What follows belongs to an exercise in optimizing a design on an open flow for small area, a short achievable clock period and few clock cycles per item; a production flow would make more cautious choices. Only simulation tests tie the RTL to the original design; equivalence was not proved. Power and IR drop assume default switching activity.

purple:
==> flow/design.v <==
package noc_pkg;
    localparam int PHIT_SIZE          = 16;
    localparam int VC_IDX_W           = 4;
    localparam int LENGTH_PHIT_INDEX  = 1;
    localparam int LENGTH_FIELD_WIDTH = 16;
    localparam int CNT_W              = 17;
    typedef logic [PHIT_SIZE-1:0] phit_t;
    typedef logic [VC_IDX_W-1:0]  vc_idx_t;
    typedef enum logic {
        ARB  = 1'b0,
        SEND = 1'b1
    } out_state_t;
    function automatic logic [CNT_W-1:0] pkt_phits(
        input logic [LENGTH_FIELD_WIDTH-1:0] len,
        input int                            fs
    );
        logic [CNT_W-1:0] p;
        p = CNT_W'(len * fs);
        if (p < CNT_W'(2)) p = CNT_W'(2);
        pkt_phits = p;
    endfunction
endpackage
module inj_vc_fifo #(
    parameter int W     = 17,
    parameter int DEPTH = 4
) (
    input  logic         clk,
    input  logic         rst,
    input  logic         push,
    input  logic [W-1:0] din,
    input  logic         pop,
    input  logic         rsel,
    output logic [4*W-1:0] ents,
    output logic [3:0]     rs,
    output logic         full,
    output logic         empty
);
    localparam logic [7:0] CODES = 8'b10_11_01_00;
    logic [W-1:0] mem [4];
    logic [1:0]   wp, rp, wp_n, rp_n;
    assign wp_n = {wp[0], ~wp[1]};
    assign rp_n = {rp[0], ~rp[1]};
    for (genvar i = 0; i < 4; i++) begin : g_rd
        assign ents[i*W +: W] = mem[i];
        assign rs[i]          = rsel & (rp == CODES[2*i +: 2]);
    end
    always_ff @(posedge clk) begin
        if (rst) begin
            wp    <= 2'b00;
            rp    <= 2'b00;
            full  <= 1'b0;
            empty <= 1'b1;
        end else begin
            if (push) wp <= wp_n;
            if (pop)  rp <= rp_n;
            if (push & ~pop) begin
                empty <= 1'b0;
                full  <= (wp_n == rp);
            end
            if (pop & ~push) begin
                full  <= 1'b0;
                empty <= (rp_n == wp);
            end
        end
    end
    for (genvar i = 0; i < 4; i++) begin : g_ent
        always_ff @(posedge clk) begin
            if (push && wp == CODES[2*i +: 2]) mem[i] <= din;
        end
    end
endmodule
module pe_injection_port #(
    parameter int phit_size               = noc_pkg::PHIT_SIZE,
    parameter int flit_size               = 1,
    parameter int addr_length             = 8,
    parameter int addr_place_in_header    = 0,
    parameter int no_vc                   = 8,
    parameter int floorplusone_log2_no_vc = noc_pkg::VC_IDX_W,
    parameter int buf_depth               = 4
) (
    input  logic                               clk,
    input  logic                               full_reset,
    input  logic [phit_size-1:0]               in_data,
    input  logic                               in_sent_req,
    input  logic                               in_new,
    input  logic [floorplusone_log2_no_vc-1:0] in_vc_no,
    output logic                               out_ready,
    output logic [phit_size-1:0]               out_data,
    output logic                               out_sent_req,
    output logic                               out_new,
    output logic                               out_tail,
    output logic [floorplusone_log2_no_vc-1:0] out_vc_no,
    input  logic                               in_ready,
    output logic [addr_length-1:0]             out_dest_addr,
    output logic                               protocol_error,
    output logic [31:0]                        no_packet_inject_report,
    output logic [31:0]                        stall_cycles_report
);
    localparam int LFW = noc_pkg::LENGTH_FIELD_WIDTH;
    localparam int VW  = floorplusone_log2_no_vc;
    localparam int SW  = $clog2(no_vc);
    localparam int EW  = phit_size + 1;
    logic [no_vc-1:0] full, empty, push, pop, rsel;
    logic [4*EW-1:0]  ents [no_vc];
    logic [4*no_vc-1:0] rs;
    logic [no_vc-1:0] body, lenx;
    logic [LFW-1:0]   rem [no_vc];
    logic [no_vc-1:0] dec, acc;
    logic             sel_body, sel_lenx;
    logic [LFW-1:0]   sel_rem, rem_nxt;
    logic             ok, last;
    inj_vc_dec #(
        .VW (VW),
        .N  (no_vc)
    ) u_dec (
        .vc  (in_vc_no),
        .dec (dec)
    );
    assign acc = dec & ~full;
    always_comb begin
        sel_body = 1'b0;
        sel_lenx = 1'b0;
        sel_rem  = '0;
        for (int v = 0; v < no_vc; v++) begin
            sel_body = sel_body | (dec[v] & body[v]);
            sel_lenx = sel_lenx | (dec[v] & lenx[v]);
            sel_rem  = sel_rem  | (rem[v] & {LFW{dec[v]}});
        end
    end
    inj_ready #(
        .VW (VW),
        .N  (no_vc)
    ) u_ready (
        .vc    (in_vc_no),
        .nfull (~full),
        .ready (out_ready)
    );
    assign ok        = in_new ^ sel_body;
    assign last      = ~in_new & (sel_lenx ? (in_data[LFW-1:0] < LFW'(3))
                                           : (sel_rem == LFW'(3)));
    logic [LFW-1:0] rem_dec;
    inj_decr #(
        .W (LFW)
    ) u_decr (
        .a (sel_rem),
        .y (rem_dec)
    );
    assign rem_nxt   = sel_lenx ? in_data[LFW-1:0] : rem_dec;
    for (genvar v = 0; v < no_vc; v++) begin : g_vc
        assign push[v] = in_sent_req & acc[v] & (in_new ^ body[v]);
        always_ff @(posedge clk) begin
            if (full_reset) begin
                body[v] <= 1'b0;
                lenx[v] <= 1'b0;
            end else if (push[v]) begin
                body[v] <= in_new | ~last;
                lenx[v] <= in_new;
            end
        end
        always_ff @(posedge clk) begin
            if (push[v] & ~in_new) rem[v] <= rem_nxt;
        end
        inj_vc_fifo #(
            .W     (EW),
            .DEPTH (buf_depth)
        ) u_fifo (
            .clk   (clk),
            .rst   (full_reset),
            .push  (push[v]),
            .din   ({last, in_data}),
            .pop   (pop[v]),
            .rsel  (rsel[v]),
            .ents  (ents[v]),
            .rs    (rs[4*v +: 4]),
            .full  (full[v]),
            .empty (empty[v])
        );
    end
    logic                   o_valid, o_new, lock;
    logic [phit_size-1:0]   o_data;
    logic [SW-1:0]          o_vc;
    logic [addr_length-1:0] o_dest;
    logic                   adv, found, avail;
    logic [no_vc-1:0]       win, cur;
    logic [SW-1:0]          sel;
    logic [EW-1:0]          s_head;
    always_comb begin
        found = 1'b0;
        win   = '0;
        for (int v = 0; v < no_vc; v++) begin
            if (!found && !empty[v] && (SW'(v) > o_vc)) begin
                found  = 1'b1;
                win[v] = 1'b1;
            end
        end
        for (int v = 0; v < no_vc; v++) begin
            if (!found && !empty[v] && (SW'(v) <= o_vc)) begin
                found  = 1'b1;
                win[v] = 1'b1;
            end
        end
    end
    always_comb begin
        sel = o_vc;
        for (int v = 0; v < no_vc; v++)
            if (win[v]) sel = SW'(v);
    end
    for (genvar v = 0; v < no_vc; v++) begin : g_cur
        assign cur[v] = (o_vc == SW'(v));
    end
    assign rsel  = lock ? cur : win;
    assign avail = lock ? ~|(cur & empty) : found;
    assign adv   = ~o_valid | in_ready;
    assign pop   = rsel & {no_vc{adv & avail}};
    logic [4*no_vc*EW-1:0] all_ents;
    for (genvar v = 0; v < no_vc; v++) begin : g_ents
        assign all_ents[4*EW*v +: 4*EW] = ents[v];
    end
    inj_sel #(
        .W (EW),
        .N (4 * no_vc)
    ) u_sel (
        .d (all_ents),
        .s (rs),
        .y (s_head)
    );
    always_ff @(posedge clk) begin
        if (full_reset) begin
            o_valid <= 1'b0;
            lock    <= 1'b0;
            o_vc    <= SW'(no_vc - 1);
        end else if (adv) begin
            o_valid <= avail;
            if (avail) begin
                o_vc <= lock ? o_vc : sel;
                lock <= ~lock | ~s_head[phit_size];
            end
        end
    end
    always_ff @(posedge clk) begin
        if (adv) begin
            o_data <= s_head[phit_size-1:0];
            o_new  <= ~lock;
            if (!lock) o_dest <= s_head[addr_place_in_header +: addr_length];
        end
    end
    assign out_sent_req  = o_valid;
    assign out_data      = o_data;
    assign out_new       = o_new;
    assign out_tail      = ~lock;
    assign out_vc_no     = VW'(o_vc);
    assign out_dest_addr = o_dest;
    always_ff @(posedge clk) begin
        if (full_reset) protocol_error <= 1'b0;
        else if (in_sent_req & out_ready & ~ok) protocol_error <= 1'b1;
    end
    logic [31:0] pkt_cnt, stall_cnt;
    always_ff @(posedge clk) begin
        if (full_reset) begin
            pkt_cnt   <= '0;
            stall_cnt <= '0;
        end else begin
            if (o_valid & in_ready & ~lock)  pkt_cnt   <= pkt_cnt + 32'd1;
            if (in_sent_req & ~out_ready)    stall_cnt <= stall_cnt + 32'd1;
        end
    end
    assign no_packet_inject_report = pkt_cnt;
    assign stall_cycles_report     = stall_cnt;
endmodule
module inj_vc_dec #(
    parameter int VW = 4,
    parameter int N  = 8
) (
    input  logic [VW-1:0] vc,
    output logic [N-1:0]  dec
);
    for (genvar v = 0; v < N; v++) begin : g_dec
        assign dec[v] = (vc == VW'(v));
    end
endmodule
module inj_ready #(
    parameter int VW = 4,
    parameter int N  = 8
) (
    input  logic [VW-1:0] vc,
    input  logic [N-1:0]  nfull,
    output logic          ready
);
    localparam int SW = $clog2(N);
    logic [SW-1:0] vc_n;
    logic [N-1:0]  t;
    for (genvar b = 0; b < SW; b++) begin : g_inv
        inj_inv u_inv (
            .a (vc[b]),
            .y (vc_n[b])
        );
    end
    for (genvar v = 0; v < N; v++) begin : g_term
        logic [SW-1:0] lit;
        for (genvar b = 0; b < SW; b++) begin : g_lit
            assign lit[b] = ((v >> b) & 1) ? vc[b] : vc_n[b];
        end
        inj_nand #(
            .N (SW + 1)
        ) u_term (
            .a ({lit, nfull[v]}),
            .y (t[v])
        );
    end
    logic [1:0] any;
    logic       none, high;
    for (genvar h = 0; h < 2; h++) begin : g_half
        inj_nand #(
            .N (N / 2)
        ) u_any (
            .a (t[h*N/2 +: N/2]),
            .y (any[h])
        );
    end
    assign high = (vc >= VW'(N));
    inj_nor2 u_none (
        .a (any[0]),
        .b (any[1]),
        .y (none)
    );
    inj_nor2 u_ready (
        .a (none),
        .b (high),
        .y (ready)
    );
endmodule
module inj_inv (
    input  logic a,
    output logic y
);
    assign y = ~a;
endmodule
module inj_sel #(
    parameter int W = 17,
    parameter int N = 32
) (
    input  logic [N*W-1:0] d,
    input  logic [N-1:0]   s,
    output logic [W-1:0]   y
);
    always_comb begin
        y = '0;
        for (int i = 0; i < N; i++) y = y | (d[i*W +: W] & {W{s[i]}});
    end
endmodule
module inj_nor2 (
    input  logic a,
    input  logic b,
    output logic y
);
    assign y = ~(a | b);
endmodule
module inj_decr #(
    parameter int W = 16
) (
    input  logic [W-1:0] a,
    output logic [W-1:0] y
);
    assign y = a - W'(1);
endmodule
module inj_nand #(
    parameter int N = 4
) (
    input  logic [N-1:0] a,
    output logic         y
);
    assign y = ~&a;
endmodule
clock: 7.0 ns
lec_check: 0
cap_margin: 20
core_margin: 2
core_utilization: 60
cts_cluster_diameter: 100
cts_cluster_size: 25
setup_slack_margin: 3.55
slew_margin: 20
synth_hierarchical: 1
standard.sh (not shown) runs the stock make flow with config.mk's settings and CLKGATE_MAP_FILE= SYNTH_SCRIPT=/design/flow/synth_recipe.tcl, a recipe that flattens the netlist after the stock synthesis.
==> flow/flow/run.sh <==
#!/bin/bash
# The standard layout (standard.sh, unchanged synthesis and steps), with one
# change: the port buffers that global placement inserts are plain
# sky130_fd_sc_hd__buf_1 cells instead of the delay buffers buffer_ports
# picks by default; timing repair still resizes them where needed.
# All of ORFS's output goes to standard.log here, and its per-step logs stay
# under orfs/logs/.
set -euo pipefail
export BUFFER_PORTS_ARGS="-buffer_cell sky130_fd_sc_hd__buf_1"
bash standard.sh > standard.log 2>&1
Every stage of the flow completed for purple, and the final layout passed the timing, design-rule and antenna checks.
Testbench counts of purple, summed over its fixed seeds: cycles 10,595, packets 2,400.
Changes in orange relative to purple:
--- a/flow/design.v
+++ b/flow/design.v
@@ -100,68 +100,84 @@
     localparam int VW  = floorplusone_log2_no_vc;
     localparam int SW  = $clog2(no_vc);
     localparam int EW  = phit_size + 1;
     logic [no_vc-1:0] full, empty, push, pop, rsel;
     logic [4*EW-1:0]  ents [no_vc];
     logic [4*no_vc-1:0] rs;
-    logic [no_vc-1:0] body, lenx;
+    logic [no_vc-1:0] body, lenx, rz;
     logic [LFW-1:0]   rem [no_vc];
     logic [no_vc-1:0] dec, acc;
-    logic             sel_body, sel_lenx;
+    logic             sel_body, sel_lenx, sel_rz;
     logic [LFW-1:0]   sel_rem, rem_nxt;
-    logic             ok, last;
+    logic             ok, last, rz_nxt;
     inj_vc_dec #(
         .VW (VW),
         .N  (no_vc)
     ) u_dec (
         .vc  (in_vc_no),
         .dec (dec)
     );
     assign acc = dec & ~full;
     always_comb begin
         sel_body = 1'b0;
         sel_lenx = 1'b0;
+        sel_rz   = 1'b0;
         sel_rem  = '0;
         for (int v = 0; v < no_vc; v++) begin
             sel_body = sel_body | (dec[v] & body[v]);
             sel_lenx = sel_lenx | (dec[v] & lenx[v]);
+            sel_rz   = sel_rz   | (dec[v] & rz[v]);
             sel_rem  = sel_rem  | (rem[v] & {LFW{dec[v]}});
         end
     end
     inj_ready #(
         .VW (VW),
         .N  (no_vc)
     ) u_ready (
         .vc    (in_vc_no),
         .nfull (~full),
         .ready (out_ready)
     );
+    logic ready_int;
+    inj_ready #(
+        .VW (VW),
+        .N  (no_vc)
+    ) u_ready_int (
+        .vc    (in_vc_no),
+        .nfull (~full),
+        .ready (ready_int)
+    );
     assign ok        = in_new ^ sel_body;
     assign last      = ~in_new & (sel_lenx ? (in_data[LFW-1:0] < LFW'(3))
-                                           : (sel_rem == LFW'(3)));
+                                           : sel_rz);
     logic [LFW-1:0] rem_dec;
     inj_decr #(
         .W (LFW)
     ) u_decr (
         .a (sel_rem),
         .y (rem_dec)
     );
     assign rem_nxt   = sel_lenx ? in_data[LFW-1:0] : rem_dec;
+    assign rz_nxt    = sel_lenx ? (in_data[LFW-1:0] == LFW'(3))
+                                : (sel_rem == LFW'(4));
     for (genvar v = 0; v < no_vc; v++) begin : g_vc
         assign push[v] = in_sent_req & acc[v] & (in_new ^ body[v]);
         always_ff @(posedge clk) begin
             if (full_reset) begin
                 body[v] <= 1'b0;
                 lenx[v] <= 1'b0;
             end else if (push[v]) begin
                 body[v] <= in_new | ~last;
                 lenx[v] <= in_new;
             end
         end
         always_ff @(posedge clk) begin
-            if (push[v] & ~in_new) rem[v] <= rem_nxt;
+            if (push[v] & ~in_new) begin
+                rem[v] <= rem_nxt;
+                rz[v]  <= rz_nxt;
+            end
         end
         inj_vc_fifo #(
             .W     (EW),
             .DEPTH (buf_depth)
         ) u_fifo (
             .clk   (clk),
@@ -173,13 +189,13 @@
             .ents  (ents[v]),
             .rs    (rs[4*v +: 4]),
             .full  (full[v]),
             .empty (empty[v])
         );
     end
-    logic                   o_valid, o_new, lock;
+    logic                   o_valid, o_new, o_tail, lock;
     logic [phit_size-1:0]   o_data;
     logic [SW-1:0]          o_vc;
     logic [addr_length-1:0] o_dest;
     logic                   adv, found, avail;
     logic [no_vc-1:0]       win, cur;
     logic [SW-1:0]          sel;
@@ -237,34 +253,35 @@
             end
         end
     end
     always_ff @(posedge clk) begin
         if (adv) begin
             o_data <= s_head[phit_size-1:0];
+            o_tail <= s_head[phit_size];
             o_new  <= ~lock;
             if (!lock) o_dest <= s_head[addr_place_in_header +: addr_length];
         end
     end
     assign out_sent_req  = o_valid;
     assign out_data      = o_data;
     assign out_new       = o_new;
-    assign out_tail      = ~lock;
+    assign out_tail      = o_tail;
     assign out_vc_no     = VW'(o_vc);
     assign out_dest_addr = o_dest;
     always_ff @(posedge clk) begin
         if (full_reset) protocol_error <= 1'b0;
-        else if (in_sent_req & out_ready & ~ok) protocol_error <= 1'b1;
+        else if (in_sent_req & ready_int & ~ok) protocol_error <= 1'b1;
     end
     logic [31:0] pkt_cnt, stall_cnt;
     always_ff @(posedge clk) begin
         if (full_reset) begin
             pkt_cnt   <= '0;
             stall_cnt <= '0;
         end else begin
-            if (o_valid & in_ready & ~lock)  pkt_cnt   <= pkt_cnt + 32'd1;
-            if (in_sent_req & ~out_ready)    stall_cnt <= stall_cnt + 32'd1;
+            if (o_valid & in_ready & o_tail) pkt_cnt   <= pkt_cnt + 32'd1;
+            if (in_sent_req & ~ready_int)    stall_cnt <= stall_cnt + 32'd1;
         end
     end
     assign no_packet_inject_report = pkt_cnt;
     assign stall_cycles_report     = stall_cnt;
 endmodule
 module inj_vc_dec #(
## What came out
- orange finished end to end and its layout was clean on timing, DRC and antenna.
- Measured against each other, purple and orange differ in synthesized cell count, the higher figure coming from orange.
- Routing usage on met2: purple and orange compared, lower one is purple
- For purple, the critical path start-end classification was in2out, unlike orange, where it was reg2reg.
- For orange, the highest metal layer used by the detailed router was met5, unlike purple, where it was met4.
- Per the comparison of orange with purple, final core area utilization saw a decrease, post-route worst setup slack saw an increase.
- Maximum number of pins on one net before global-route repair in orange is 3 higher than in purple
- orange ends up with a switching share of total power that is 0.32 points lower than in purple.
- STATUS final area: orange loses against purple
Testbench counts of orange, summed over its fixed seeds: cycles 10,595, packets 2,400.

==> what the ideal ports hide <==
Ports are ideal in the flow. The routed layouts listed here were re-timed in OpenROAD.
Step 1: set_driving_cell puts a clkbuf_16 on clk and a buf_2 on each other input, an assumption about the parent block.
Step 2 adds t to the input delays and takes it off the output delays; t is the mean of the earliest and latest rising clock arrival at the registers after step 1. Input paths then give back, and output paths get back, about the clock's delay inside the block.
a / b / c = ideal / step 1 / step 2; a / b = the first two.
run | t, ns | setup WS [ns] | worst data-port slew with drivers (ns)
purple | 0.661 | 3.464 / 3.322 / 2.881 | 0.17
orange | 0.651 | 3.478 / 3.335 / 2.832 | 0.18
After both steps setup and hold are still met in every run listed. For orange, which loses most, drivers alone change the setup slack by -0.143 ns; drivers and shift together by -0.646 ns.
